Context: an optimization exercise on an open-source flow, tuned for small area and a short achievable clock period. The choices shown serve that exercise and are no tape-out recipe. Only simulation tests tie the RTL to the original design; equivalence was not proved.

==> flow/design.v, too long to show whole: its modules and the start of the top module <==
// module mul_pipe_unit: 1135 lines
module mul_pipe_unit #(
   parameter int WIDTH   = 32,
   parameter int LATENCY = 4
) (
   input  logic               clk,
   input  logic               rst,
   input  logic               start,
   input  logic               is_signed,
   input  logic [WIDTH-1:0]   a,
   input  logic [WIDTH-1:0]   b,
   input  logic               flush,
   output logic               busy,
   output logic               done,
   output logic [2*WIDTH-1:0] result,
   output logic [1:0]         dbg_state
);
  // ...
==> flow/flow/run.sh <==
#!/bin/bash
# Own layout flow: the standard flow, with these changes.
#  1. After the standard synthesis, flow/faflip.py re-chooses the polarity of each full-adder cell
#     (FA(~a,~b,~c) = ~FA(a,b,c)) so that most of the inverters Yosys's extract_fa leaves between
#     adders go away; it also looks through the larger inverters and reuses them as inverted
#     copies, and folds inverters into the xor2/xnor2 gates that feed them. Registers are untouched.
#  2. Ports are buffered with sky130_fd_sc_hd__buf_1 instead of the flow's default pick.
#  3. Synthesis and every later step also leave out the platform's slow complex gates (four-input
#     and-or cells and the like) and its weakest (_0) cells: flow/dont_use.txt lists the platform's own
#     don't-use cells followed by these.
#  4. Up to CTS, repair_timing aims 6.6 ns beyond the clock period on the worst path only (no TNS
#     repair); routing and the steps after it run with the standard margin.
# Each step's output goes to a log file of its own here; ORFS's own logs are under orfs/logs.
set -euo pipefail
R=orfs/results/sky130hd/mul_pipe_unit/base
PORTS="BUFFER_PORTS_ARGS=-buffer_cell sky130_fd_sc_hd__buf_1"
DU="DONT_USE_CELLS=$(cat flow/dont_use.txt)"
bash standard.sh "$DU" synth > log_synth.txt 2>&1
python3 flow/faflip.py $R/1_2_yosys.v $R/1_2_yosys.faflip.v > log_faflip.txt 2>&1
cp $R/1_2_yosys.v $R/1_2_yosys.orig.v
mv $R/1_2_yosys.faflip.v $R/1_2_yosys.v
rm -f $R/1_synth.odb
touch $R/1_2_yosys.v
bash standard.sh "$DU" "$PORTS" SETUP_SLACK_MARGIN=6.6 TNS_END_PERCENT=0 cts > log_cts.txt 2>&1
bash standard.sh "$DU" "$PORTS" finish > log_finish.txt 2>&1
==> flow/flow/dont_use.txt <==
sky130_fd_sc_hd__probe_p_8 sky130_fd_sc_hd__probec_p_8 sky130_fd_sc_hd__lpflow_bleeder_1 sky130_fd_sc_hd__lpflow_clkbufkapwr_1 sky130_fd_sc_hd__lpflow_clkbufkapwr_16 sky130_fd_sc_hd__lpflow_clkbufkapwr_2 sky130_fd_sc_hd__lpflow_clkbufkapwr_4 sky130_fd_sc_hd__lpflow_clkbufkapwr_8 sky130_fd_sc_hd__lpflow_clkinvkapwr_1 sky130_fd_sc_hd__lpflow_clkinvkapwr_16 sky130_fd_sc_hd__lpflow_clkinvkapwr_2 sky130_fd_sc_hd__lpflow_clkinvkapwr_4 sky130_fd_sc_hd__lpflow_clkinvkapwr_8 sky130_fd_sc_hd__lpflow_decapkapwr_12 sky130_fd_sc_hd__lpflow_decapkapwr_3 sky130_fd_sc_hd__lpflow_decapkapwr_4 sky130_fd_sc_hd__lpflow_decapkapwr_6 sky130_fd_sc_hd__lpflow_decapkapwr_8 sky130_fd_sc_hd__lpflow_inputiso0n_1 sky130_fd_sc_hd__lpflow_inputiso0p_1 sky130_fd_sc_hd__lpflow_inputiso1n_1 sky130_fd_sc_hd__lpflow_inputiso1p_1 sky130_fd_sc_hd__lpflow_inputisolatch_1 sky130_fd_sc_hd__lpflow_isobufsrc_1 sky130_fd_sc_hd__lpflow_isobufsrc_16 sky130_fd_sc_hd__lpflow_isobufsrc_2 sky130_fd_sc_hd__lpflow_isobufsrc_4 sky130_fd_sc_hd__lpflow_isobufsrc_8 sky130_fd_sc_hd__lpflow_isobufsrckapwr_16 sky130_fd_sc_hd__lpflow_lsbuf_lh_hl_isowell_tap_1 sky130_fd_sc_hd__lpflow_lsbuf_lh_hl_isowell_tap_2 sky130_fd_sc_hd__lpflow_lsbuf_lh_hl_isowell_tap_4 sky130_fd_sc_hd__lpflow_lsbuf_lh_isowell_4 sky130_fd_sc_hd__lpflow_lsbuf_lh_isowell_tap_1 sky130_fd_sc_hd__lpflow_lsbuf_lh_isowell_tap_2 sky130_fd_sc_hd__lpflow_lsbuf_lh_isowell_tap_4  sky130_fd_sc_hd__a2111o_1 sky130_fd_sc_hd__a2111o_2 sky130_fd_sc_hd__a2111o_4 sky130_fd_sc_hd__a2111oi_0 sky130_fd_sc_hd__a2111oi_1 sky130_fd_sc_hd__a2111oi_2 sky130_fd_sc_hd__a2111oi_4 sky130_fd_sc_hd__a211o_1 sky130_fd_sc_hd__a211o_2 sky130_fd_sc_hd__a211o_4 sky130_fd_sc_hd__a21boi_0 sky130_fd_sc_hd__a221o_1 sky130_fd_sc_hd__a221o_2 sky130_fd_sc_hd__a221o_4 sky130_fd_sc_hd__a221oi_1 sky130_fd_sc_hd__a221oi_2 sky130_fd_sc_hd__a221oi_4 sky130_fd_sc_hd__a222oi_1 sky130_fd_sc_hd__a2bb2o_1 sky130_fd_sc_hd__a2bb2o_2 sky130_fd_sc_hd__a2bb2o_4 sky130_fd_sc_hd__a2bb2oi_1 sky130_fd_sc_hd__a2bb2oi_2 sky130_fd_sc_hd__a2bb2oi_4 sky130_fd_sc_hd__a311o_1 sky130_fd_sc_hd__a311o_2 sky130_fd_sc_hd__a311o_4 sky130_fd_sc_hd__a311oi_1 sky130_fd_sc_hd__a311oi_2 sky130_fd_sc_hd__a311oi_4 sky130_fd_sc_hd__a31o_1 sky130_fd_sc_hd__a31o_2 sky130_fd_sc_hd__a31o_4 sky130_fd_sc_hd__a32o_1 sky130_fd_sc_hd__a32o_2 sky130_fd_sc_hd__a32o_4 sky130_fd_sc_hd__a32oi_1 sky130_fd_sc_hd__a32oi_2 sky130_fd_sc_hd__a32oi_4 sky130_fd_sc_hd__a41o_1 sky130_fd_sc_hd__a41o_2 sky130_fd_sc_hd__a41o_4 sky130_fd_sc_hd__a41oi_1 sky130_fd_sc_hd__a41oi_2 sky130_fd_sc_hd__a41oi_4 sky130_fd_sc_hd__and2_0 sky130_fd_sc_hd__and4_1 sky130_fd_sc_hd__and4_2 sky130_fd_sc_hd__and4_4 sky130_fd_sc_hd__and4b_1 sky130_fd_sc_hd__and4b_2 sky130_fd_sc_hd__and4b_4 sky130_fd_sc_hd__and4bb_1 sky130_fd_sc_hd__and4bb_2 sky130_fd_sc_hd__and4bb_4 sky130_fd_sc_hd__einvn_0 sky130_fd_sc_hd__nand4b_1 sky130_fd_sc_hd__nand4b_2 sky130_fd_sc_hd__nand4b_4 sky130_fd_sc_hd__nand4bb_1 sky130_fd_sc_hd__nand4bb_2 sky130_fd_sc_hd__nand4bb_4 sky130_fd_sc_hd__nor4_1 sky130_fd_sc_hd__nor4_2 sky130_fd_sc_hd__nor4_4 sky130_fd_sc_hd__nor4b_1 sky130_fd_sc_hd__nor4b_2 sky130_fd_sc_hd__nor4b_4 sky130_fd_sc_hd__nor4bb_1 sky130_fd_sc_hd__nor4bb_2 sky130_fd_sc_hd__nor4bb_4 sky130_fd_sc_hd__o2111a_1 sky130_fd_sc_hd__o2111a_2 sky130_fd_sc_hd__o2111a_4 sky130_fd_sc_hd__o2111ai_1 sky130_fd_sc_hd__o2111ai_2 sky130_fd_sc_hd__o2111ai_4 sky130_fd_sc_hd__o211a_1 sky130_fd_sc_hd__o211a_2 sky130_fd_sc_hd__o211a_4 sky130_fd_sc_hd__o21ai_0 sky130_fd_sc_hd__o221a_1 sky130_fd_sc_hd__o221a_2 sky130_fd_sc_hd__o221a_4 sky130_fd_sc_hd__o221ai_1 sky130_fd_sc_hd__o221ai_2 sky130_fd_sc_hd__o221ai_4 sky130_fd_sc_hd__o2bb2a_1 sky130_fd_sc_hd__o2bb2a_2 sky130_fd_sc_hd__o2bb2a_4 sky130_fd_sc_hd__o2bb2ai_1 sky130_fd_sc_hd__o2bb2ai_2 sky130_fd_sc_hd__o2bb2ai_4 sky130_fd_sc_hd__o311a_1 sky130_fd_sc_hd__o311a_2 sky130_fd_sc_hd__o311a_4 sky130_fd_sc_hd__o311ai_0 sky130_fd_sc_hd__o311ai_1 sky130_fd_sc_hd__o311ai_2 sky130_fd_sc_hd__o311ai_4 sky130_fd_sc_hd__o31a_1 sky130_fd_sc_hd__o31a_2 sky130_fd_sc_hd__o31a_4 sky130_fd_sc_hd__o32a_1 sky130_fd_sc_hd__o32a_2 sky130_fd_sc_hd__o32a_4 sky130_fd_sc_hd__o32ai_1 sky130_fd_sc_hd__o32ai_2 sky130_fd_sc_hd__o32ai_4 sky130_fd_sc_hd__o41a_1 sky130_fd_sc_hd__o41a_2 sky130_fd_sc_hd__o41a_4 sky130_fd_sc_hd__o41ai_1 sky130_fd_sc_hd__o41ai_2 sky130_fd_sc_hd__o41ai_4 sky130_fd_sc_hd__or2_0 sky130_fd_sc_hd__or4_1 sky130_fd_sc_hd__or4_2 sky130_fd_sc_hd__or4_4 sky130_fd_sc_hd__or4b_1 sky130_fd_sc_hd__or4b_2 sky130_fd_sc_hd__or4b_4 sky130_fd_sc_hd__or4bb_1 sky130_fd_sc_hd__or4bb_2 sky130_fd_sc_hd__or4bb_4
==> flow/flow/faflip.py <==
#!/usr/bin/env python3
"""Re-choose the polarity of full-adder cells in a Yosys netlist to drop inverters.

A full adder with all three inputs inverted gives both outputs inverted:
FA(~a,~b,~c) = (~sum, ~cout). Yosys's extract_fa often picks the inverted form, which leaves an
inv_1 between most pairs of adders. This pass looks through inv_1 cells, picks for each fa cell
whether to flip it so that the fewest inverters remain, and writes the netlist back with one
inverter per signal that some pin still needs in the other polarity. Larger inverters are looked
through as well and reused as a signal's inverted copy, and an inverter fed only by an xor2/xnor2
is absorbed by swapping that gate for its complement. Flip-flops, ports and all other cells are
left as they are.

usage: faflip.py IN.v OUT.v
"""
import re
import sys

INV = "sky130_fd_sc_hd__inv_1"
FA_PREFIX = "sky130_fd_sc_hd__fa_"
OUT_PINS = {"X", "Y", "Q", "Q_N", "SUM", "COUT", "HI", "LO"}

src = open(sys.argv[1]).read()
m = re.search(r"^(module\s.*?;\n)(.*?)^endmodule", src, re.S | re.M)
head, body = m.group(1), m.group(2)
pre, post = src[: m.start()], src[m.end():]

# split body into declarations, cells and assigns
cell_re = re.compile(r"^\s*(sky130_fd_sc_hd__\w+)\s+(\S+)\s*\((.*?)\);\s*$", re.S | re.M)
decl_lines = []
cells = []
assigns = []
pos = 0
for cm in cell_re.finditer(body):
    chunk = body[pos:cm.start()]
    for ln in chunk.splitlines():
        if ln.strip().startswith("assign"):
            assigns.append(ln)
        elif ln.strip():
            decl_lines.append(ln)
    pins = [(p, s.strip()) for p, s in re.findall(r"\.(\w+)\(([^()]*)\)", cm.group(3))]
    cells.append([cm.group(1), cm.group(2), pins])
    pos = cm.end()
for ln in body[pos:].splitlines():
    if ln.strip().startswith("assign"):
        assigns.append(ln)
    elif ln.strip():
        decl_lines.append(ln)

ports = set()
for ln in head.split("(", 1)[1].split(")")[0].split(","):
    ports.add(ln.strip())


def base_name(net):
    n = net.strip()
    if n.startswith("\\"):
        n = n.split()[0]
    return re.sub(r"\[\d+\]$", "", n.lstrip("\\"))


assign_nets = set()
for a in assigns:
    for tok in re.findall(r"\\\S+|[A-Za-z_][\w$]*(?:\s*\[\d+\])?", a):
        assign_nets.add(base_name(tok))

fixed_net = lambda n: base_name(n) in ports or base_name(n) in assign_nets

# inverters we may absorb: inv_1 whose output is an internal net. Larger inverters stay (they
# were sized for their fanout) but are looked through too, and can serve as a signal's inverted copy.
INV_RE = re.compile(r"sky130_fd_sc_hd__(clk)?inv_\d+$")
inv_of = {}     # output net -> input net
inv_cells = set()
kept_inv = set()
for i, (t, n, pins) in enumerate(cells):
    if INV_RE.match(t):
        d = dict(pins)
        if fixed_net(d["Y"]):
            continue
        inv_of[d["Y"]] = d["A"]
        if t == INV:
            inv_cells.add(i)
        else:
            kept_inv.add(i)


def resolve(net):
    """(base net, polarity) of a net, looking through absorbable inverters."""
    q = 0
    seen = 0
    while net in inv_of and seen < 8:
        net = inv_of[net]
        q ^= 1
        seen += 1
    return net, q


# drivers of base nets
driver = {}
for i, (t, n, pins) in enumerate(cells):
    if i in inv_cells or i in kept_inv:
        continue
    for p, s in pins:
        if p in OUT_PINS:
            driver[s] = (i, p)

fa_idx = [i for i, c in enumerate(cells) if c[0].startswith(FA_PREFIX)]
# an fa may flip only if none of its output nets is a port or used by an assign
can_flip = {}
for i in fa_idx:
    d = dict(cells[i][2])
    can_flip[i] = not any(fixed_net(d[p]) for p in ("SUM", "COUT") if p in d)

flip = {i: 0 for i in fa_idx}

# consumer pins: (cell index, pin, base, q0)
uses = {}
for i, (t, n, pins) in enumerate(cells):
    if i in inv_cells:
        continue
    for p, s in pins:
        if p in OUT_PINS:
            continue
        b, q = resolve(s)
        uses.setdefault(b, []).append((i, p, q))
# nets used by assigns or ports (outputs) need their own polarity
for b in list(inv_of.keys()):
    pass


def phys_pol(b):
    dv = driver.get(b)
    if dv and dv[0] in flip:
        return flip[dv[0]]
    return 0


def need(b):
    """(needs true copy, needs inverted copy) relative to the physical net of b."""
    pp = phys_pol(b)
    t = f = False
    for (i, p, q) in uses.get(b, []):
        want = q ^ (flip[i] if i in flip else 0)
        if want == pp:
            t = True
        else:
            f = True
    return t, f


def cost_of(b):
    t, f = need(b)
    return 1 if f else 0


def local_nets(i):
    d = dict(cells[i][2])
    nets = set()
    for p in ("A", "B", "CIN"):
        nets.add(resolve(d[p])[0])
    for p in ("SUM", "COUT"):
        if p in d:
            nets.add(d[p])
    return nets


total0 = sum(cost_of(b) for b in set(uses))


def greedy():
    improved = True
    rounds = 0
    while improved and rounds < 20:
        improved = False
        rounds += 1
        for i in fa_idx:
            if not can_flip[i]:
                continue
            nets = local_nets(i)
            before = sum(cost_of(b) for b in nets)
            flip[i] ^= 1
            after = sum(cost_of(b) for b in nets)
            if after < before:
                improved = True
            else:
                flip[i] ^= 1


import random
rng = random.Random(1)
greedy()
best = (sum(cost_of(b) for b in set(uses)), dict(flip))
for trial in range(40):
    # perturb the best assignment a little and descend again
    for i in fa_idx:
        flip[i] = best[1][i]
        if can_flip[i] and rng.random() < 0.15:
            flip[i] ^= 1
    greedy()
    c = sum(cost_of(b) for b in set(uses))
    if c < best[0]:
        best = (c, dict(flip))
flip.update(best[1])
total1 = sum(cost_of(b) for b in set(uses))
sys.stderr.write(f"faflip: {len(inv_cells)} absorbable inverters, signals needing an inverter "
                 f"{total0} -> {total1}, flipped {sum(flip.values())} of {len(fa_idx)} adders\n")

# rebuild
new_decl = []
counter = [0]


def fresh(prefix):
    counter[0] += 1
    name = f"_faflip_{prefix}{counter[0]}_"
    new_decl.append(f"  wire {name};")
    return name


inv_net = {}   # base -> net carrying the complement of its physical net
phys_net = {}  # base -> physical net name (renamed when the driver flips)
for b in set(uses) | set(driver):
    phys_net[b] = b
for i in fa_idx:
    if flip[i]:
        d = dict(cells[i][2])
        for p in ("SUM", "COUT"):
            if p in d:
                phys_net[d[p]] = fresh("p")

new_cells = []
# a kept inverter whose input reads the physical net of b already gives b's inverted copy
kept_copy = {}
for i in sorted(kept_inv):
    d = dict(cells[i][2])
    b, q = resolve(d["A"])
    if q == phys_pol(b) and b not in kept_copy:
        kept_copy[b] = d["Y"]
for b in sorted(set(uses)):
    t, f = need(b)
    if f:
        if b in kept_copy:
            inv_net[b] = kept_copy[b]
            continue
        nm = fresh("n")
        inv_net[b] = nm
        new_cells.append((INV, f"_faflip_inv{counter[0]}_", [("A", phys_net[b]), ("Y", nm)]))

out_cells = []
for i, (t, n, pins) in enumerate(cells):
    if i in inv_cells:
        continue
    newpins = []
    for p, s in pins:
        if p in OUT_PINS:
            newpins.append((p, phys_net.get(s, s)))
            continue
        if i in kept_inv and kept_copy.get(resolve(s)[0]) == dict(pins)["Y"]:
            newpins.append((p, phys_net[resolve(s)[0]]))
            continue
        b, q = resolve(s)
        want = q ^ (flip[i] if i in flip else 0)
        if want == phys_pol(b):
            newpins.append((p, phys_net[b]))
        else:
            newpins.append((p, inv_net[b]))
    out_cells.append((t, n, newpins))
out_cells.extend(new_cells)

# absorb an inverter into the xor2/xnor2 that alone feeds it: swap the gate for its complement
SWAP = {"sky130_fd_sc_hd__xor2_1": ("sky130_fd_sc_hd__xnor2_1", "X", "Y"),
        "sky130_fd_sc_hd__xnor2_1": ("sky130_fd_sc_hd__xor2_1", "Y", "X")}
fanout = {}
drv_at = {}
for k, (t, n, pins) in enumerate(out_cells):
    for p, s_ in pins:
        if p in OUT_PINS:
            drv_at[s_] = k
        else:
            fanout[s_] = fanout.get(s_, 0) + 1
dead = set()
swapped = 0
for k, (t, n, pins) in enumerate(out_cells):
    if t != INV:
        continue
    d = dict(pins)
    a, y = d["A"], d["Y"]
    j = drv_at.get(a)
    if j is None or j in dead or fanout.get(a, 0) != 1 or fixed_net(a):
        continue
    tj, nj, pj = out_cells[j]
    if tj not in SWAP:
        continue
    newt, op, np_ = SWAP[tj]
    out_cells[j] = (newt, nj, [(np_ if p == op else p, y if p == op else s_) for p, s_ in pj])
    dead.add(k)
    swapped += 1
out_cells = [c for k, c in enumerate(out_cells) if k not in dead]
sys.stderr.write(f"faflip: absorbed {swapped} inverters into xor/xnor gates\n")

# a flipped adder's old output net may still be a consumer-free name: if some pin wanted the
# true value of a flipped signal it now reads the inverter, so the old name is simply unused.
lines = [head]
lines.extend(decl_lines)
lines.extend(new_decl)
for t, n, pins in out_cells:
    pl = ",\n".join(f"    .{p}({s}{' ' if s.startswith(chr(92)) else ''})" for p, s in pins)
    lines.append(f"  {t} {n} (\n{pl}\n  );")
lines.extend(assigns)
open(sys.argv[2], "w").write(pre + "\n".join(lines) + "\nendmodule" + post)
==> flow/standard.sh <==
#!/bin/bash
# synth_recipe.tcl (not shown) runs the flow's synth.tcl, then flattens the netlist and writes it again
# the make line also repeats each setting of config.mk as NAME=value (left out here)
make -C /OpenROAD-flow-scripts/flow DESIGN_CONFIG=/design/flow/config.mk WORK_HOME=/design/flow/orfs CLKGATE_MAP_FILE= SYNTH_SCRIPT=/design/flow/synth_recipe.tcl "${@:-finish}"
==> flow/config.mk <==
export PLATFORM = sky130hd
export DESIGN_NAME = mul_pipe_unit
export DESIGN_NICKNAME = mul_pipe_unit
export VERILOG_FILES = /design/flow/design.v
export SDC_FILE = /design/flow/constraint.sdc
export NUM_CORES = 4
export LEC_CHECK = 0
export CAP_MARGIN = 20
export CORE_MARGIN = 2
export CORE_UTILIZATION = 55
export SLEW_MARGIN = 20
==> flow/constraint.sdc <==
create_clock -name core_clock -period 11.0 [get_ports {clk}]
set_input_delay 2.2000 -clock core_clock [delete_from_list [all_inputs] [get_ports {clk}]]
set_output_delay 2.2000 -clock core_clock [all_outputs]
set_load 0.01 [all_outputs]
==> metrics.cfg, run 1 <==
[run_status]
status = finished clean

[clocking]
htreeDepth = 4
clk_pin_slew_ps = 80

[floorplanning]
fp-row-count = 63

[detailed_routing]
wl_per_cell_um = 22.1
dr.pass1.iters = 5
final_antenna_net_count = 0

[timing]
worst_pin_slew_ps = 896
relSlewSlack_pct = 40.3
final.setup.worst_slack_ps = 6460

[worst_setup_path]
r2r_slack_ps = 6470
crit_family = simple AND/OR/NAND/NOR gates
path_buf_inv = 1
timing.rr.end = result_r[59]
worst_ep_required_time_ps = 8800

[final_layout]
seqCellArea_um2 = 4190
drive_gt1_share_pct = 7.64
top_register = result_r
area.growth.synth_to_final_pct = 6.53
postLayoutCellArea_um2 = 17500
largest_register_ffs = 64
most-common-layout-cells = xnor2_1, a22oi_1, fa_1

[global_route]
gr-usage-met3_pct = 6.10
overflow = 0

[placed_design]
dp_slack_ps = 6450

[synthesis]
synth_area_um2 = 16500
syn_nets = 2002

[hold_path]
min_path_type = flop to flop

[run]
max_cap_violations = 0

==> inputs of run 2 (changes only) <==
--- a/flow/design.v
+++ b/flow/design.v
@@ -17,16 +17,17 @@
    logic              busy_r;
    logic              done_r;
    logic [1:0]        ph;
    logic [63:0]       result_r;
    logic [32:0]       a_r;      
    logic [23:0]       bl;       
    logic              bp;       
    logic [5:0]        sel_neg, sel_one, sel_two;    
+   logic [5:0]        sel_negn, sel_onen, sel_twon;  
    logic [5:0]        nx_neg, nx_one, nx_two;       
    logic [12:0]       nb;       
    logic [32:0]       acc;      
    logic [44:0]       sum;
    logic [44:0]       rx, ry;
    logic [8:0]        dn;       
    logic [8:0]        dc;       
    logic [8:0]        rc;       
@@ -431,16 +432,19 @@
    wire c398;
    wire s399;
    wire c400;
    wire s401;
    wire c402;
    wire neg0 = sel_neg[0];
    wire one0 = sel_one[0];
    wire two0 = sel_two[0];
+   wire negb0 = ~sel_negn[0];
+   wire oneb0 = ~sel_onen[0];
+   wire twob0 = ~sel_twon[0];
    wire [33:0] pp0;
    assign pp0[0] = ((one0 & a_r[0]) | (two0 & 1'b0)) ^ neg0;
    assign pp0[1] = ((one0 & a_r[1]) | (two0 & a_r[0])) ^ neg0;
    assign pp0[2] = ((one0 & a_r[2]) | (two0 & a_r[1])) ^ neg0;
    assign pp0[3] = ((one0 & a_r[3]) | (two0 & a_r[2])) ^ neg0;
    assign pp0[4] = ((one0 & a_r[4]) | (two0 & a_r[3])) ^ neg0;
    assign pp0[5] = ((one0 & a_r[5]) | (two0 & a_r[4])) ^ neg0;
    assign pp0[6] = ((one0 & a_r[6]) | (two0 & a_r[5])) ^ neg0;
@@ -449,36 +453,39 @@
    assign pp0[9] = ((one0 & a_r[9]) | (two0 & a_r[8])) ^ neg0;
    assign pp0[10] = ((one0 & a_r[10]) | (two0 & a_r[9])) ^ neg0;
    assign pp0[11] = ((one0 & a_r[11]) | (two0 & a_r[10])) ^ neg0;
    assign pp0[12] = ((one0 & a_r[12]) | (two0 & a_r[11])) ^ neg0;
    assign pp0[13] = ((one0 & a_r[13]) | (two0 & a_r[12])) ^ neg0;
    assign pp0[14] = ((one0 & a_r[14]) | (two0 & a_r[13])) ^ neg0;
    assign pp0[15] = ((one0 & a_r[15]) | (two0 & a_r[14])) ^ neg0;
    assign pp0[16] = ((one0 & a_r[16]) | (two0 & a_r[15])) ^ neg0;
-   assign pp0[17] = ((one0 & a_r[17]) | (two0 & a_r[16])) ^ neg0;
-   assign pp0[18] = ((one0 & a_r[18]) | (two0 & a_r[17])) ^ neg0;
-   assign pp0[19] = ((one0 & a_r[19]) | (two0 & a_r[18])) ^ neg0;
-   assign pp0[20] = ((one0 & a_r[20]) | (two0 & a_r[19])) ^ neg0;
-   assign pp0[21] = ((one0 & a_r[21]) | (two0 & a_r[20])) ^ neg0;
-   assign pp0[22] = ((one0 & a_r[22]) | (two0 & a_r[21])) ^ neg0;
-   assign pp0[23] = ((one0 & a_r[23]) | (two0 & a_r[22])) ^ neg0;
-   assign pp0[24] = ((one0 & a_r[24]) | (two0 & a_r[23])) ^ neg0;
-   assign pp0[25] = ((one0 & a_r[25]) | (two0 & a_r[24])) ^ neg0;
-   assign pp0[26] = ((one0 & a_r[26]) | (two0 & a_r[25])) ^ neg0;
-   assign pp0[27] = ((one0 & a_r[27]) | (two0 & a_r[26])) ^ neg0;
-   assign pp0[28] = ((one0 & a_r[28]) | (two0 & a_r[27])) ^ neg0;
-   assign pp0[29] = ((one0 & a_r[29]) | (two0 & a_r[28])) ^ neg0;
-   assign pp0[30] = ((one0 & a_r[30]) | (two0 & a_r[29])) ^ neg0;
-   assign pp0[31] = ((one0 & a_r[31]) | (two0 & a_r[30])) ^ neg0;
-   assign pp0[32] = ((one0 & a_r[32]) | (two0 & a_r[31])) ^ neg0;
-   assign pp0[33] = ((one0 & a_r[32]) | (two0 & a_r[32])) ^ neg0;
+   assign pp0[17] = ((oneb0 & a_r[17]) | (twob0 & a_r[16])) ^ negb0;
+   assign pp0[18] = ((oneb0 & a_r[18]) | (twob0 & a_r[17])) ^ negb0;
+   assign pp0[19] = ((oneb0 & a_r[19]) | (twob0 & a_r[18])) ^ negb0;
+   assign pp0[20] = ((oneb0 & a_r[20]) | (twob0 & a_r[19])) ^ negb0;
+   assign pp0[21] = ((oneb0 & a_r[21]) | (twob0 & a_r[20])) ^ negb0;
+   assign pp0[22] = ((oneb0 & a_r[22]) | (twob0 & a_r[21])) ^ negb0;
+   assign pp0[23] = ((oneb0 & a_r[23]) | (twob0 & a_r[22])) ^ negb0;
+   assign pp0[24] = ((oneb0 & a_r[24]) | (twob0 & a_r[23])) ^ negb0;
+   assign pp0[25] = ((oneb0 & a_r[25]) | (twob0 & a_r[24])) ^ negb0;
+   assign pp0[26] = ((oneb0 & a_r[26]) | (twob0 & a_r[25])) ^ negb0;
+   assign pp0[27] = ((oneb0 & a_r[27]) | (twob0 & a_r[26])) ^ negb0;
+   assign pp0[28] = ((oneb0 & a_r[28]) | (twob0 & a_r[27])) ^ negb0;
+   assign pp0[29] = ((oneb0 & a_r[29]) | (twob0 & a_r[28])) ^ negb0;
+   assign pp0[30] = ((oneb0 & a_r[30]) | (twob0 & a_r[29])) ^ negb0;
+   assign pp0[31] = ((oneb0 & a_r[31]) | (twob0 & a_r[30])) ^ negb0;
+   assign pp0[32] = ((oneb0 & a_r[32]) | (twob0 & a_r[31])) ^ negb0;
+   assign pp0[33] = ((oneb0 & a_r[32]) | (twob0 & a_r[32])) ^ negb0;
    wire neg1 = sel_neg[1];
    wire one1 = sel_one[1];
    wire two1 = sel_two[1];
+   wire negb1 = ~sel_negn[1];
+   wire oneb1 = ~sel_onen[1];
+   wire twob1 = ~sel_twon[1];
    wire [33:0] pp1;
    assign pp1[0] = ((one1 & a_r[0]) | (two1 & 1'b0)) ^ neg1;
    assign pp1[1] = ((one1 & a_r[1]) | (two1 & a_r[0])) ^ neg1;
    assign pp1[2] = ((one1 & a_r[2]) | (two1 & a_r[1])) ^ neg1;
    assign pp1[3] = ((one1 & a_r[3]) | (two1 & a_r[2])) ^ neg1;
    assign pp1[4] = ((one1 & a_r[4]) | (two1 & a_r[3])) ^ neg1;
    assign pp1[5] = ((one1 & a_r[5]) | (two1 & a_r[4])) ^ neg1;
    assign pp1[6] = ((one1 & a_r[6]) | (two1 & a_r[5])) ^ neg1;
@@ -487,36 +494,39 @@
    assign pp1[9] = ((one1 & a_r[9]) | (two1 & a_r[8])) ^ neg1;
    assign pp1[10] = ((one1 & a_r[10]) | (two1 & a_r[9])) ^ neg1;
    assign pp1[11] = ((one1 & a_r[11]) | (two1 & a_r[10])) ^ neg1;
    assign pp1[12] = ((one1 & a_r[12]) | (two1 & a_r[11])) ^ neg1;
    assign pp1[13] = ((one1 & a_r[13]) | (two1 & a_r[12])) ^ neg1;
    assign pp1[14] = ((one1 & a_r[14]) | (two1 & a_r[13])) ^ neg1;
    assign pp1[15] = ((one1 & a_r[15]) | (two1 & a_r[14])) ^ neg1;
    assign pp1[16] = ((one1 & a_r[16]) | (two1 & a_r[15])) ^ neg1;
-   assign pp1[17] = ((one1 & a_r[17]) | (two1 & a_r[16])) ^ neg1;
-   assign pp1[18] = ((one1 & a_r[18]) | (two1 & a_r[17])) ^ neg1;
-   assign pp1[19] = ((one1 & a_r[19]) | (two1 & a_r[18])) ^ neg1;
-   assign pp1[20] = ((one1 & a_r[20]) | (two1 & a_r[19])) ^ neg1;
-   assign pp1[21] = ((one1 & a_r[21]) | (two1 & a_r[20])) ^ neg1;
-   assign pp1[22] = ((one1 & a_r[22]) | (two1 & a_r[21])) ^ neg1;
-   assign pp1[23] = ((one1 & a_r[23]) | (two1 & a_r[22])) ^ neg1;
-   assign pp1[24] = ((one1 & a_r[24]) | (two1 & a_r[23])) ^ neg1;
-   assign pp1[25] = ((one1 & a_r[25]) | (two1 & a_r[24])) ^ neg1;
-   assign pp1[26] = ((one1 & a_r[26]) | (two1 & a_r[25])) ^ neg1;
-   assign pp1[27] = ((one1 & a_r[27]) | (two1 & a_r[26])) ^ neg1;
-   assign pp1[28] = ((one1 & a_r[28]) | (two1 & a_r[27])) ^ neg1;
-   assign pp1[29] = ((one1 & a_r[29]) | (two1 & a_r[28])) ^ neg1;
-   assign pp1[30] = ((one1 & a_r[30]) | (two1 & a_r[29])) ^ neg1;
-   assign pp1[31] = ((one1 & a_r[31]) | (two1 & a_r[30])) ^ neg1;
-   assign pp1[32] = ((one1 & a_r[32]) | (two1 & a_r[31])) ^ neg1;
-   assign pp1[33] = ((one1 & a_r[32]) | (two1 & a_r[32])) ^ neg1;
+   assign pp1[17] = ((oneb1 & a_r[17]) | (twob1 & a_r[16])) ^ negb1;
+   assign pp1[18] = ((oneb1 & a_r[18]) | (twob1 & a_r[17])) ^ negb1;
+   assign pp1[19] = ((oneb1 & a_r[19]) | (twob1 & a_r[18])) ^ negb1;
+   assign pp1[20] = ((oneb1 & a_r[20]) | (twob1 & a_r[19])) ^ negb1;
+   assign pp1[21] = ((oneb1 & a_r[21]) | (twob1 & a_r[20])) ^ negb1;
+   assign pp1[22] = ((oneb1 & a_r[22]) | (twob1 & a_r[21])) ^ negb1;
+   assign pp1[23] = ((oneb1 & a_r[23]) | (twob1 & a_r[22])) ^ negb1;
+   assign pp1[24] = ((oneb1 & a_r[24]) | (twob1 & a_r[23])) ^ negb1;
+   assign pp1[25] = ((oneb1 & a_r[25]) | (twob1 & a_r[24])) ^ negb1;
+   assign pp1[26] = ((oneb1 & a_r[26]) | (twob1 & a_r[25])) ^ negb1;
+   assign pp1[27] = ((oneb1 & a_r[27]) | (twob1 & a_r[26])) ^ negb1;
+   assign pp1[28] = ((oneb1 & a_r[28]) | (twob1 & a_r[27])) ^ negb1;
+   assign pp1[29] = ((oneb1 & a_r[29]) | (twob1 & a_r[28])) ^ negb1;
+   assign pp1[30] = ((oneb1 & a_r[30]) | (twob1 & a_r[29])) ^ negb1;
+   assign pp1[31] = ((oneb1 & a_r[31]) | (twob1 & a_r[30])) ^ negb1;
+   assign pp1[32] = ((oneb1 & a_r[32]) | (twob1 & a_r[31])) ^ negb1;
+   assign pp1[33] = ((oneb1 & a_r[32]) | (twob1 & a_r[32])) ^ negb1;
    wire neg2 = sel_neg[2];
    wire one2 = sel_one[2];
    wire two2 = sel_two[2];
+   wire negb2 = ~sel_negn[2];
+   wire oneb2 = ~sel_onen[2];
+   wire twob2 = ~sel_twon[2];
    wire [33:0] pp2;
    assign pp2[0] = ((one2 & a_r[0]) | (two2 & 1'b0)) ^ neg2;
    assign pp2[1] = ((one2 & a_r[1]) | (two2 & a_r[0])) ^ neg2;
    assign pp2[2] = ((one2 & a_r[2]) | (two2 & a_r[1])) ^ neg2;
    assign pp2[3] = ((one2 & a_r[3]) | (two2 & a_r[2])) ^ neg2;
    assign pp2[4] = ((one2 & a_r[4]) | (two2 & a_r[3])) ^ neg2;
    assign pp2[5] = ((one2 & a_r[5]) | (two2 & a_r[4])) ^ neg2;
    assign pp2[6] = ((one2 & a_r[6]) | (two2 & a_r[5])) ^ neg2;
@@ -525,36 +535,39 @@
    assign pp2[9] = ((one2 & a_r[9]) | (two2 & a_r[8])) ^ neg2;
    assign pp2[10] = ((one2 & a_r[10]) | (two2 & a_r[9])) ^ neg2;
    assign pp2[11] = ((one2 & a_r[11]) | (two2 & a_r[10])) ^ neg2;
    assign pp2[12] = ((one2 & a_r[12]) | (two2 & a_r[11])) ^ neg2;
    assign pp2[13] = ((one2 & a_r[13]) | (two2 & a_r[12])) ^ neg2;
    assign pp2[14] = ((one2 & a_r[14]) | (two2 & a_r[13])) ^ neg2;
    assign pp2[15] = ((one2 & a_r[15]) | (two2 & a_r[14])) ^ neg2;
    assign pp2[16] = ((one2 & a_r[16]) | (two2 & a_r[15])) ^ neg2;
-   assign pp2[17] = ((one2 & a_r[17]) | (two2 & a_r[16])) ^ neg2;
-   assign pp2[18] = ((one2 & a_r[18]) | (two2 & a_r[17])) ^ neg2;
-   assign pp2[19] = ((one2 & a_r[19]) | (two2 & a_r[18])) ^ neg2;
-   assign pp2[20] = ((one2 & a_r[20]) | (two2 & a_r[19])) ^ neg2;
-   assign pp2[21] = ((one2 & a_r[21]) | (two2 & a_r[20])) ^ neg2;
-   assign pp2[22] = ((one2 & a_r[22]) | (two2 & a_r[21])) ^ neg2;
-   assign pp2[23] = ((one2 & a_r[23]) | (two2 & a_r[22])) ^ neg2;
-   assign pp2[24] = ((one2 & a_r[24]) | (two2 & a_r[23])) ^ neg2;
-   assign pp2[25] = ((one2 & a_r[25]) | (two2 & a_r[24])) ^ neg2;
-   assign pp2[26] = ((one2 & a_r[26]) | (two2 & a_r[25])) ^ neg2;
-   assign pp2[27] = ((one2 & a_r[27]) | (two2 & a_r[26])) ^ neg2;
-   assign pp2[28] = ((one2 & a_r[28]) | (two2 & a_r[27])) ^ neg2;
-   assign pp2[29] = ((one2 & a_r[29]) | (two2 & a_r[28])) ^ neg2;
-   assign pp2[30] = ((one2 & a_r[30]) | (two2 & a_r[29])) ^ neg2;
-   assign pp2[31] = ((one2 & a_r[31]) | (two2 & a_r[30])) ^ neg2;
-   assign pp2[32] = ((one2 & a_r[32]) | (two2 & a_r[31])) ^ neg2;
-   assign pp2[33] = ((one2 & a_r[32]) | (two2 & a_r[32])) ^ neg2;
+   assign pp2[17] = ((oneb2 & a_r[17]) | (twob2 & a_r[16])) ^ negb2;
+   assign pp2[18] = ((oneb2 & a_r[18]) | (twob2 & a_r[17])) ^ negb2;
+   assign pp2[19] = ((oneb2 & a_r[19]) | (twob2 & a_r[18])) ^ negb2;
+   assign pp2[20] = ((oneb2 & a_r[20]) | (twob2 & a_r[19])) ^ negb2;
+   assign pp2[21] = ((oneb2 & a_r[21]) | (twob2 & a_r[20])) ^ negb2;
+   assign pp2[22] = ((oneb2 & a_r[22]) | (twob2 & a_r[21])) ^ negb2;
+   assign pp2[23] = ((oneb2 & a_r[23]) | (twob2 & a_r[22])) ^ negb2;
+   assign pp2[24] = ((oneb2 & a_r[24]) | (twob2 & a_r[23])) ^ negb2;
+   assign pp2[25] = ((oneb2 & a_r[25]) | (twob2 & a_r[24])) ^ negb2;
+   assign pp2[26] = ((oneb2 & a_r[26]) | (twob2 & a_r[25])) ^ negb2;
+   assign pp2[27] = ((oneb2 & a_r[27]) | (twob2 & a_r[26])) ^ negb2;
+   assign pp2[28] = ((oneb2 & a_r[28]) | (twob2 & a_r[27])) ^ negb2;
+   assign pp2[29] = ((oneb2 & a_r[29]) | (twob2 & a_r[28])) ^ negb2;
+   assign pp2[30] = ((oneb2 & a_r[30]) | (twob2 & a_r[29])) ^ negb2;
+   assign pp2[31] = ((oneb2 & a_r[31]) | (twob2 & a_r[30])) ^ negb2;
+   assign pp2[32] = ((oneb2 & a_r[32]) | (twob2 & a_r[31])) ^ negb2;
+   assign pp2[33] = ((oneb2 & a_r[32]) | (twob2 & a_r[32])) ^ negb2;
    wire neg3 = sel_neg[3];
    wire one3 = sel_one[3];
    wire two3 = sel_two[3];
+   wire negb3 = ~sel_negn[3];
+   wire oneb3 = ~sel_onen[3];
+   wire twob3 = ~sel_twon[3];
    wire [33:0] pp3;
    assign pp3[0] = ((one3 & a_r[0]) | (two3 & 1'b0)) ^ neg3;
    assign pp3[1] = ((one3 & a_r[1]) | (two3 & a_r[0])) ^ neg3;
    assign pp3[2] = ((one3 & a_r[2]) | (two3 & a_r[1])) ^ neg3;
    assign pp3[3] = ((one3 & a_r[3]) | (two3 & a_r[2])) ^ neg3;
    assign pp3[4] = ((one3 & a_r[4]) | (two3 & a_r[3])) ^ neg3;
    assign pp3[5] = ((one3 & a_r[5]) | (two3 & a_r[4])) ^ neg3;
    assign pp3[6] = ((one3 & a_r[6]) | (two3 & a_r[5])) ^ neg3;
@@ -563,36 +576,39 @@
    assign pp3[9] = ((one3 & a_r[9]) | (two3 & a_r[8])) ^ neg3;
    assign pp3[10] = ((one3 & a_r[10]) | (two3 & a_r[9])) ^ neg3;
    assign pp3[11] = ((one3 & a_r[11]) | (two3 & a_r[10])) ^ neg3;
    assign pp3[12] = ((one3 & a_r[12]) | (two3 & a_r[11])) ^ neg3;
    assign pp3[13] = ((one3 & a_r[13]) | (two3 & a_r[12])) ^ neg3;
    assign pp3[14] = ((one3 & a_r[14]) | (two3 & a_r[13])) ^ neg3;
    assign pp3[15] = ((one3 & a_r[15]) | (two3 & a_r[14])) ^ neg3;
    assign pp3[16] = ((one3 & a_r[16]) | (two3 & a_r[15])) ^ neg3;
-   assign pp3[17] = ((one3 & a_r[17]) | (two3 & a_r[16])) ^ neg3;
-   assign pp3[18] = ((one3 & a_r[18]) | (two3 & a_r[17])) ^ neg3;
-   assign pp3[19] = ((one3 & a_r[19]) | (two3 & a_r[18])) ^ neg3;
-   assign pp3[20] = ((one3 & a_r[20]) | (two3 & a_r[19])) ^ neg3;
-   assign pp3[21] = ((one3 & a_r[21]) | (two3 & a_r[20])) ^ neg3;
-   assign pp3[22] = ((one3 & a_r[22]) | (two3 & a_r[21])) ^ neg3;
-   assign pp3[23] = ((one3 & a_r[23]) | (two3 & a_r[22])) ^ neg3;
-   assign pp3[24] = ((one3 & a_r[24]) | (two3 & a_r[23])) ^ neg3;
-   assign pp3[25] = ((one3 & a_r[25]) | (two3 & a_r[24])) ^ neg3;
-   assign pp3[26] = ((one3 & a_r[26]) | (two3 & a_r[25])) ^ neg3;
-   assign pp3[27] = ((one3 & a_r[27]) | (two3 & a_r[26])) ^ neg3;
-   assign pp3[28] = ((one3 & a_r[28]) | (two3 & a_r[27])) ^ neg3;
-   assign pp3[29] = ((one3 & a_r[29]) | (two3 & a_r[28])) ^ neg3;
-   assign pp3[30] = ((one3 & a_r[30]) | (two3 & a_r[29])) ^ neg3;
-   assign pp3[31] = ((one3 & a_r[31]) | (two3 & a_r[30])) ^ neg3;
-   assign pp3[32] = ((one3 & a_r[32]) | (two3 & a_r[31])) ^ neg3;
-   assign pp3[33] = ((one3 & a_r[32]) | (two3 & a_r[32])) ^ neg3;
+   assign pp3[17] = ((oneb3 & a_r[17]) | (twob3 & a_r[16])) ^ negb3;
+   assign pp3[18] = ((oneb3 & a_r[18]) | (twob3 & a_r[17])) ^ negb3;
+   assign pp3[19] = ((oneb3 & a_r[19]) | (twob3 & a_r[18])) ^ negb3;
+   assign pp3[20] = ((oneb3 & a_r[20]) | (twob3 & a_r[19])) ^ negb3;
+   assign pp3[21] = ((oneb3 & a_r[21]) | (twob3 & a_r[20])) ^ negb3;
+   assign pp3[22] = ((oneb3 & a_r[22]) | (twob3 & a_r[21])) ^ negb3;
+   assign pp3[23] = ((oneb3 & a_r[23]) | (twob3 & a_r[22])) ^ negb3;
+   assign pp3[24] = ((oneb3 & a_r[24]) | (twob3 & a_r[23])) ^ negb3;
+   assign pp3[25] = ((oneb3 & a_r[25]) | (twob3 & a_r[24])) ^ negb3;
+   assign pp3[26] = ((oneb3 & a_r[26]) | (twob3 & a_r[25])) ^ negb3;
+   assign pp3[27] = ((oneb3 & a_r[27]) | (twob3 & a_r[26])) ^ negb3;
+   assign pp3[28] = ((oneb3 & a_r[28]) | (twob3 & a_r[27])) ^ negb3;
+   assign pp3[29] = ((oneb3 & a_r[29]) | (twob3 & a_r[28])) ^ negb3;
+   assign pp3[30] = ((oneb3 & a_r[30]) | (twob3 & a_r[29])) ^ negb3;
+   assign pp3[31] = ((oneb3 & a_r[31]) | (twob3 & a_r[30])) ^ negb3;
+   assign pp3[32] = ((oneb3 & a_r[32]) | (twob3 & a_r[31])) ^ negb3;
+   assign pp3[33] = ((oneb3 & a_r[32]) | (twob3 & a_r[32])) ^ negb3;
    wire neg4 = sel_neg[4];
    wire one4 = sel_one[4];
    wire two4 = sel_two[4];
+   wire negb4 = ~sel_negn[4];
+   wire oneb4 = ~sel_onen[4];
+   wire twob4 = ~sel_twon[4];
    wire [33:0] pp4;
    assign pp4[0] = ((one4 & a_r[0]) | (two4 & 1'b0)) ^ neg4;
    assign pp4[1] = ((one4 & a_r[1]) | (two4 & a_r[0])) ^ neg4;
    assign pp4[2] = ((one4 & a_r[2]) | (two4 & a_r[1])) ^ neg4;
    assign pp4[3] = ((one4 & a_r[3]) | (two4 & a_r[2])) ^ neg4;
    assign pp4[4] = ((one4 & a_r[4]) | (two4 & a_r[3])) ^ neg4;
    assign pp4[5] = ((one4 & a_r[5]) | (two4 & a_r[4])) ^ neg4;
    assign pp4[6] = ((one4 & a_r[6]) | (two4 & a_r[5])) ^ neg4;
@@ -601,36 +617,39 @@
    assign pp4[9] = ((one4 & a_r[9]) | (two4 & a_r[8])) ^ neg4;
    assign pp4[10] = ((one4 & a_r[10]) | (two4 & a_r[9])) ^ neg4;
    assign pp4[11] = ((one4 & a_r[11]) | (two4 & a_r[10])) ^ neg4;
    assign pp4[12] = ((one4 & a_r[12]) | (two4 & a_r[11])) ^ neg4;
    assign pp4[13] = ((one4 & a_r[13]) | (two4 & a_r[12])) ^ neg4;
    assign pp4[14] = ((one4 & a_r[14]) | (two4 & a_r[13])) ^ neg4;
    assign pp4[15] = ((one4 & a_r[15]) | (two4 & a_r[14])) ^ neg4;
    assign pp4[16] = ((one4 & a_r[16]) | (two4 & a_r[15])) ^ neg4;
-   assign pp4[17] = ((one4 & a_r[17]) | (two4 & a_r[16])) ^ neg4;
-   assign pp4[18] = ((one4 & a_r[18]) | (two4 & a_r[17])) ^ neg4;
-   assign pp4[19] = ((one4 & a_r[19]) | (two4 & a_r[18])) ^ neg4;
-   assign pp4[20] = ((one4 & a_r[20]) | (two4 & a_r[19])) ^ neg4;
-   assign pp4[21] = ((one4 & a_r[21]) | (two4 & a_r[20])) ^ neg4;
-   assign pp4[22] = ((one4 & a_r[22]) | (two4 & a_r[21])) ^ neg4;
-   assign pp4[23] = ((one4 & a_r[23]) | (two4 & a_r[22])) ^ neg4;
-   assign pp4[24] = ((one4 & a_r[24]) | (two4 & a_r[23])) ^ neg4;
-   assign pp4[25] = ((one4 & a_r[25]) | (two4 & a_r[24])) ^ neg4;
-   assign pp4[26] = ((one4 & a_r[26]) | (two4 & a_r[25])) ^ neg4;
-   assign pp4[27] = ((one4 & a_r[27]) | (two4 & a_r[26])) ^ neg4;
-   assign pp4[28] = ((one4 & a_r[28]) | (two4 & a_r[27])) ^ neg4;
-   assign pp4[29] = ((one4 & a_r[29]) | (two4 & a_r[28])) ^ neg4;
-   assign pp4[30] = ((one4 & a_r[30]) | (two4 & a_r[29])) ^ neg4;
-   assign pp4[31] = ((one4 & a_r[31]) | (two4 & a_r[30])) ^ neg4;
-   assign pp4[32] = ((one4 & a_r[32]) | (two4 & a_r[31])) ^ neg4;
-   assign pp4[33] = ((one4 & a_r[32]) | (two4 & a_r[32])) ^ neg4;
+   assign pp4[17] = ((oneb4 & a_r[17]) | (twob4 & a_r[16])) ^ negb4;
+   assign pp4[18] = ((oneb4 & a_r[18]) | (twob4 & a_r[17])) ^ negb4;
+   assign pp4[19] = ((oneb4 & a_r[19]) | (twob4 & a_r[18])) ^ negb4;
+   assign pp4[20] = ((oneb4 & a_r[20]) | (twob4 & a_r[19])) ^ negb4;
+   assign pp4[21] = ((oneb4 & a_r[21]) | (twob4 & a_r[20])) ^ negb4;
+   assign pp4[22] = ((oneb4 & a_r[22]) | (twob4 & a_r[21])) ^ negb4;
+   assign pp4[23] = ((oneb4 & a_r[23]) | (twob4 & a_r[22])) ^ negb4;
+   assign pp4[24] = ((oneb4 & a_r[24]) | (twob4 & a_r[23])) ^ negb4;
+   assign pp4[25] = ((oneb4 & a_r[25]) | (twob4 & a_r[24])) ^ negb4;
+   assign pp4[26] = ((oneb4 & a_r[26]) | (twob4 & a_r[25])) ^ negb4;
+   assign pp4[27] = ((oneb4 & a_r[27]) | (twob4 & a_r[26])) ^ negb4;
+   assign pp4[28] = ((oneb4 & a_r[28]) | (twob4 & a_r[27])) ^ negb4;
+   assign pp4[29] = ((oneb4 & a_r[29]) | (twob4 & a_r[28])) ^ negb4;
+   assign pp4[30] = ((oneb4 & a_r[30]) | (twob4 & a_r[29])) ^ negb4;
+   assign pp4[31] = ((oneb4 & a_r[31]) | (twob4 & a_r[30])) ^ negb4;
+   assign pp4[32] = ((oneb4 & a_r[32]) | (twob4 & a_r[31])) ^ negb4;
+   assign pp4[33] = ((oneb4 & a_r[32]) | (twob4 & a_r[32])) ^ negb4;
    wire neg5 = sel_neg[5];
    wire one5 = sel_one[5];
    wire two5 = sel_two[5];
+   wire negb5 = ~sel_negn[5];
+   wire oneb5 = ~sel_onen[5];
+   wire twob5 = ~sel_twon[5];
    wire [33:0] pp5;
    assign pp5[0] = ((one5 & a_r[0]) | (two5 & 1'b0)) ^ neg5;
    assign pp5[1] = ((one5 & a_r[1]) | (two5 & a_r[0])) ^ neg5;
    assign pp5[2] = ((one5 & a_r[2]) | (two5 & a_r[1])) ^ neg5;
    assign pp5[3] = ((one5 & a_r[3]) | (two5 & a_r[2])) ^ neg5;
    assign pp5[4] = ((one5 & a_r[4]) | (two5 & a_r[3])) ^ neg5;
    assign pp5[5] = ((one5 & a_r[5]) | (two5 & a_r[4])) ^ neg5;
    assign pp5[6] = ((one5 & a_r[6]) | (two5 & a_r[5])) ^ neg5;
@@ -639,33 +658,33 @@
    assign pp5[9] = ((one5 & a_r[9]) | (two5 & a_r[8])) ^ neg5;
    assign pp5[10] = ((one5 & a_r[10]) | (two5 & a_r[9])) ^ neg5;
    assign pp5[11] = ((one5 & a_r[11]) | (two5 & a_r[10])) ^ neg5;
    assign pp5[12] = ((one5 & a_r[12]) | (two5 & a_r[11])) ^ neg5;
    assign pp5[13] = ((one5 & a_r[13]) | (two5 & a_r[12])) ^ neg5;
    assign pp5[14] = ((one5 & a_r[14]) | (two5 & a_r[13])) ^ neg5;
    assign pp5[15] = ((one5 & a_r[15]) | (two5 & a_r[14])) ^ neg5;
    assign pp5[16] = ((one5 & a_r[16]) | (two5 & a_r[15])) ^ neg5;
-   assign pp5[17] = ((one5 & a_r[17]) | (two5 & a_r[16])) ^ neg5;
-   assign pp5[18] = ((one5 & a_r[18]) | (two5 & a_r[17])) ^ neg5;
-   assign pp5[19] = ((one5 & a_r[19]) | (two5 & a_r[18])) ^ neg5;
-   assign pp5[20] = ((one5 & a_r[20]) | (two5 & a_r[19])) ^ neg5;
-   assign pp5[21] = ((one5 & a_r[21]) | (two5 & a_r[20])) ^ neg5;
-   assign pp5[22] = ((one5 & a_r[22]) | (two5 & a_r[21])) ^ neg5;
-   assign pp5[23] = ((one5 & a_r[23]) | (two5 & a_r[22])) ^ neg5;
-   assign pp5[24] = ((one5 & a_r[24]) | (two5 & a_r[23])) ^ neg5;
-   assign pp5[25] = ((one5 & a_r[25]) | (two5 & a_r[24])) ^ neg5;
-   assign pp5[26] = ((one5 & a_r[26]) | (two5 & a_r[25])) ^ neg5;
-   assign pp5[27] = ((one5 & a_r[27]) | (two5 & a_r[26])) ^ neg5;
-   assign pp5[28] = ((one5 & a_r[28]) | (two5 & a_r[27])) ^ neg5;
-   assign pp5[29] = ((one5 & a_r[29]) | (two5 & a_r[28])) ^ neg5;
-   assign pp5[30] = ((one5 & a_r[30]) | (two5 & a_r[29])) ^ neg5;
-   assign pp5[31] = ((one5 & a_r[31]) | (two5 & a_r[30])) ^ neg5;
-   assign pp5[32] = ((one5 & a_r[32]) | (two5 & a_r[31])) ^ neg5;
-   assign pp5[33] = ((one5 & a_r[32]) | (two5 & a_r[32])) ^ neg5;
+   assign pp5[17] = ((oneb5 & a_r[17]) | (twob5 & a_r[16])) ^ negb5;
+   assign pp5[18] = ((oneb5 & a_r[18]) | (twob5 & a_r[17])) ^ negb5;
+   assign pp5[19] = ((oneb5 & a_r[19]) | (twob5 & a_r[18])) ^ negb5;
+   assign pp5[20] = ((oneb5 & a_r[20]) | (twob5 & a_r[19])) ^ negb5;
+   assign pp5[21] = ((oneb5 & a_r[21]) | (twob5 & a_r[20])) ^ negb5;
+   assign pp5[22] = ((oneb5 & a_r[22]) | (twob5 & a_r[21])) ^ negb5;
+   assign pp5[23] = ((oneb5 & a_r[23]) | (twob5 & a_r[22])) ^ negb5;
+   assign pp5[24] = ((oneb5 & a_r[24]) | (twob5 & a_r[23])) ^ negb5;
+   assign pp5[25] = ((oneb5 & a_r[25]) | (twob5 & a_r[24])) ^ negb5;
+   assign pp5[26] = ((oneb5 & a_r[26]) | (twob5 & a_r[25])) ^ negb5;
+   assign pp5[27] = ((oneb5 & a_r[27]) | (twob5 & a_r[26])) ^ negb5;
+   assign pp5[28] = ((oneb5 & a_r[28]) | (twob5 & a_r[27])) ^ negb5;
+   assign pp5[29] = ((oneb5 & a_r[29]) | (twob5 & a_r[28])) ^ negb5;
+   assign pp5[30] = ((oneb5 & a_r[30]) | (twob5 & a_r[29])) ^ negb5;
+   assign pp5[31] = ((oneb5 & a_r[31]) | (twob5 & a_r[30])) ^ negb5;
+   assign pp5[32] = ((oneb5 & a_r[32]) | (twob5 & a_r[31])) ^ negb5;
+   assign pp5[33] = ((oneb5 & a_r[32]) | (twob5 & a_r[32])) ^ negb5;
    assign s1 = acc[8] ^ dc[2] ^ neg4;
    assign c2 = (acc[8] & dc[2]) | (acc[8] & neg4) | (dc[2] & neg4);
    assign s3 = acc[9] ^ pp0[9];
    assign c4 = acc[9] & pp0[9];
    assign s5 = acc[10] ^ neg5 ^ pp0[10];
    assign c6 = (acc[10] & neg5) | (acc[10] & pp0[10]) | (neg5 & pp0[10]);
    assign s7 = pp1[8] ^ pp2[6];
    assign c8 = pp1[8] & pp2[6];
@@ -1121,15 +1140,82 @@
          bl  <= {sum[11:0], bl[23:12]};
          bp  <= bl[11];
          acc <= sum[44:12];
          dc  <= dn;
       end
       sel_neg <= nx_neg;
       sel_one <= nx_one;
       sel_two <= nx_two;
+      sel_negn <= ~nx_neg;
+      sel_onen <= ~nx_one;
+      sel_twon <= ~nx_two;
    end
    assign busy      = busy_r;
    assign done      = done_r;
-   assign rhi       = result_r[63:24] + ((40'(rc[0]) << 12) | (40'(rc[1]) << 16) | (40'(rc[2]) << 20) | (40'(rc[3]) << 24) | (40'(rc[4]) << 28) | (40'(rc[5]) << 32) | (40'(rc[6]) << 36));
+   wire ba0 = &result_r[39:36];
+   wire ba1 = &result_r[43:40];
+   wire ba2 = &result_r[47:44];
+   wire ba3 = &result_r[51:48];
+   wire ba4 = &result_r[55:52];
+   wire ba5 = &result_r[59:56];
+   wire ba6 = &result_r[63:60];
+   wire bg1_1 = (rc[1] & ba1) | (ba1 & (rc[0] & ba0));
+   wire bp1_1 = ba1 & ba0;
+   wire bg1_2 = (rc[2] & ba2) | (ba2 & (rc[1] & ba1));
+   wire bp1_2 = ba2 & ba1;
+   wire bg1_3 = (rc[3] & ba3) | (ba3 & (rc[2] & ba2));
+   wire bp1_3 = ba3 & ba2;
+   wire bg1_4 = (rc[4] & ba4) | (ba4 & (rc[3] & ba3));
+   wire bp1_4 = ba4 & ba3;
+   wire bg1_5 = (rc[5] & ba5) | (ba5 & (rc[4] & ba4));
+   wire bp1_5 = ba5 & ba4;
+   wire bg2_2 = bg1_2 | (bp1_2 & (rc[0] & ba0));
+   wire bp2_2 = bp1_2 & ba0;
+   wire bg2_3 = bg1_3 | (bp1_3 & bg1_1);
+   wire bp2_3 = bp1_3 & bp1_1;
+   wire bg2_4 = bg1_4 | (bp1_4 & bg1_2);
+   wire bp2_4 = bp1_4 & bp1_2;
+   wire bg2_5 = bg1_5 | (bp1_5 & bg1_3);
+   wire bp2_5 = bp1_5 & bp1_3;
+   wire bg3_4 = bg2_4 | (bp2_4 & (rc[0] & ba0));
+   wire bp3_4 = bp2_4 & ba0;
+   wire bg3_5 = bg2_5 | (bp2_5 & bg1_1);
+   wire bp3_5 = bp2_5 & bp1_1;
+   wire bc0 = rc[0];
+   assign rhi[12] = result_r[36] ^ bc0;
+   assign rhi[13] = (result_r[36]) ? (result_r[37] ^ bc0) : result_r[37];
+   assign rhi[14] = (result_r[36] & result_r[37]) ? (result_r[38] ^ bc0) : result_r[38];
+   assign rhi[15] = (result_r[36] & result_r[37] & result_r[38]) ? (result_r[39] ^ bc0) : result_r[39];
+   wire bc1 = (rc[1] | (rc[0] & ba0));
+   assign rhi[16] = result_r[40] ^ bc1;
+   assign rhi[17] = (result_r[40]) ? (result_r[41] ^ bc1) : result_r[41];
+   assign rhi[18] = (result_r[40] & result_r[41]) ? (result_r[42] ^ bc1) : result_r[42];
+   assign rhi[19] = (result_r[40] & result_r[41] & result_r[42]) ? (result_r[43] ^ bc1) : result_r[43];
+   wire bc2 = (rc[2] | bg1_1);
+   assign rhi[20] = result_r[44] ^ bc2;
+   assign rhi[21] = (result_r[44]) ? (result_r[45] ^ bc2) : result_r[45];
+   assign rhi[22] = (result_r[44] & result_r[45]) ? (result_r[46] ^ bc2) : result_r[46];
+   assign rhi[23] = (result_r[44] & result_r[45] & result_r[46]) ? (result_r[47] ^ bc2) : result_r[47];
+   wire bc3 = (rc[3] | bg2_2);
+   assign rhi[24] = result_r[48] ^ bc3;
+   assign rhi[25] = (result_r[48]) ? (result_r[49] ^ bc3) : result_r[49];
+   assign rhi[26] = (result_r[48] & result_r[49]) ? (result_r[50] ^ bc3) : result_r[50];
+   assign rhi[27] = (result_r[48] & result_r[49] & result_r[50]) ? (result_r[51] ^ bc3) : result_r[51];
+   wire bc4 = (rc[4] | bg2_3);
+   assign rhi[28] = result_r[52] ^ bc4;
+   assign rhi[29] = (result_r[52]) ? (result_r[53] ^ bc4) : result_r[53];
+   assign rhi[30] = (result_r[52] & result_r[53]) ? (result_r[54] ^ bc4) : result_r[54];
+   assign rhi[31] = (result_r[52] & result_r[53] & result_r[54]) ? (result_r[55] ^ bc4) : result_r[55];
+   wire bc5 = (rc[5] | bg3_4);
+   assign rhi[32] = result_r[56] ^ bc5;
+   assign rhi[33] = (result_r[56]) ? (result_r[57] ^ bc5) : result_r[57];
+   assign rhi[34] = (result_r[56] & result_r[57]) ? (result_r[58] ^ bc5) : result_r[58];
+   assign rhi[35] = (result_r[56] & result_r[57] & result_r[58]) ? (result_r[59] ^ bc5) : result_r[59];
+   wire bc6 = (rc[6] | bg3_5);
+   assign rhi[36] = result_r[60] ^ bc6;
+   assign rhi[37] = (result_r[60]) ? (result_r[61] ^ bc6) : result_r[61];
+   assign rhi[38] = (result_r[60] & result_r[61]) ? (result_r[62] ^ bc6) : result_r[62];
+   assign rhi[39] = (result_r[60] & result_r[61] & result_r[62]) ? (result_r[63] ^ bc6) : result_r[63];
+   assign rhi[11:0] = result_r[35:24];
    assign result    = {rhi, result_r[23:0]};
    assign dbg_state = {1'b0, busy_r};
 endmodule
==> run 2 against run 1 <==
  * Sequential cell count rose by 18
  * Synthesized cell count unchanged
  * Critical path depth is 1 higher
  * Largest cell class unchanged
  * Still clean on timing, DRC and antenna
  * Clock skew is 5.9 ps lower
  * Non-clock buffer count is 10 lower
==> metrics.cfg, run 2 <==
[final_layout]
num-nets-final = 1999
fillerInstances = 2630
multi_input_area_um2 = 10700
n_antenna_cell = 0
most-common-layout-cells = xnor2_1, fa_1, dfxtp_1
layout_commonest_cell = xnor2_1
top_register = result_r
drive_gt1_share_pct = 7.31  ; -0.33 points
biggestRegsByFlops = result_r x64, a_r x33, acc x33
area.growth.synth_to_final_pct = 7.41
seqCellArea_um2 = 4570  ; +9.0%
largest_register_ffs = 64  ; unchanged
utilization_pct = 59.9

[floorplanning]
die_h_um = 177
fp-row-count = 63  ; unchanged
io-pin-count = 137
initial_core_util_pct = 55.7
die_w_um = 177
die_area_um2 = 31400
core-area_um2 = 29600

[clocking]
tritoncts = built
clk_pin_slew_ps = 60  ; -20 ps
clock_sinks = 210
insertion_delay_ps = 540
numCtsBuffers = 25
clockBufferDepth = 3
htreeDepth = 1  ; -3
cts_root_buf = clkbuf_16

[detailed_routing]
totalWireLength_um = 45500
dr.pass1.iters = 5  ; unchanged
wl_per_cell_um = 21.8  ; -1.2%
drc = 0
final_antenna_net_count = 0  ; unchanged
via_count = 12100
vias_per_cell = 5.79
drt_iter0_drc = 858

[timing]
whs_ps = 453
max_clock_freq_mhz = 220
fin_setup_tns_ps = 0
drv_slew = 0
period_minus_slack_ps = 4540
grt_setup_unrepaired = no
worst_pin_slew_ps = 1160  ; +269 ps
setup_violations = 0
layout_worst_path_cycle_share_pct = 41.3
finalClockSkew_ps = 10.4
relSlewSlack_pct = 22.3  ; -18 points
finalHoldViolations = 0

[worst_setup_path]
worst_ep_required_time_ps = 8800  ; about the same
path_class = flop to output pin
crit_path_start_kind = flop
cp.arrival_ps = 2340
ff2ff_path_depth = 14
crit_start = result_r[43]
crit_path_end_kind = output pin
r2r_slack_ps = 6470  ; about the same
timing.rr.end = rc[5]
r2r-start = sel_onen[1]
crit_fanout = 4

[synthesis]
syn_nets = 1994  ; -0.40%
yosys_warnings = 1
syn_area_per_cell_um2 = 9.85
synth_cells = 1673
synth_area_um2 = 16500  ; +0.11%

[global_route]
grt.total_usage_pct = 29.9
overflow = 0  ; unchanged
first_global_vias = 12500
antenna_found_initial = 2
grt_pass1_wl_um = 71000
grt_max_degree = 72

[run]
max_cap_violations = 0  ; unchanged

[placed_design]
portBuffers = 135
hpwl_um = 33300
gp_congestion = 0.880

[hold_path]
min_path_type = flop to flop
hold_end = result_r[4]
hold_start = result_r[4]
hold_depth = 2

[run_status]
status = finished clean

run 2: stage by stage:
| stage | setup WS (ps) | std cells | cell area [um^2] |
|---|---|---|---|
| after floorplan | 6690 | 1673 | 16500 |
| after CTS | 6460 | 2086 | 17700 |
| final | 6460 | 2086 | 17700 |
| after detailed placement | 6360 | 2034 | 16700 |
| after global routing | 6250 | 2086 | 17700 |
| after global placement | 6400 | 2034 | 16700 |
run 2: how the worst max path moves through the flow:
stage	cells after the start	end
final	8	result[62]
after global routing	13	rc[5]
after CTS	8	result[51]
after detailed placement	11	bl[23]
after global placement	11	bl[23]
after floorplan	14	dc[2]
run 2: worst max-delay path: stages (launching register included):
cell      delay (ps)
dfxtp_4          370
nand4_1          170
buf_4            190
nor2_4           230
or3_4            200
nand3_2          120
a21boi_2         180
xor2_1           170
buf_1            170
run 2: cell type report:
type	count	area share, %
clock buffers	31	3.83
clock inverters	14	0.799
inverters	112	2.38
multi-input cells	1175	60.7
flip-flops and latches	210	25.8
well taps	390	2.76
repair buffers	154	3.72
run 2: metal layers:
metal	up-vias	wire length, um	track usage (%)
li1	5579	-	-
met1	5978	18500	37.6
met2	428	22900	52.0
met3	87	2270	3.59
met4	0	1860	12.1
met5	-	0	0
run 2: what timing repair did:
item | CTS | global route
endpoints found under the setup margin | 50 | 0
hold buffers | 0 | 0
setup buffers | 7 | 0
resized for setup | 42 | 0

static timing again, ports no longer ideal:
Ports are ideal in the flow. The routed layouts listed here were re-timed in OpenROAD. Step 1, drivers: a clkbuf_16 drives clk and a buf_2 each remaining input, both assumed. Step 2 also shifts input and output timing later by t, the mid clock arrival at the registers, as if the neighbouring blocks saw the same clock. Slacks: ideal / step 1 / step 2; pairs: ideal / step 1.
| run | t (ns) | setup WS [ns] | hold WS [ns] | latest minus earliest clock arrival (ns) |
|---|---|---|---|---|
| run 1 | 0.514 | 6.464 / 6.410 / 6.466 | 0.457 / 0.457 / 0.457 | 0.017 / 0.017 |
| run 2 | 0.585 | 6.459 / 6.405 / 6.474 | 0.453 / 0.453 / 0.453 | 0.012 / 0.012 |
After both steps setup and hold are still met in every run listed.
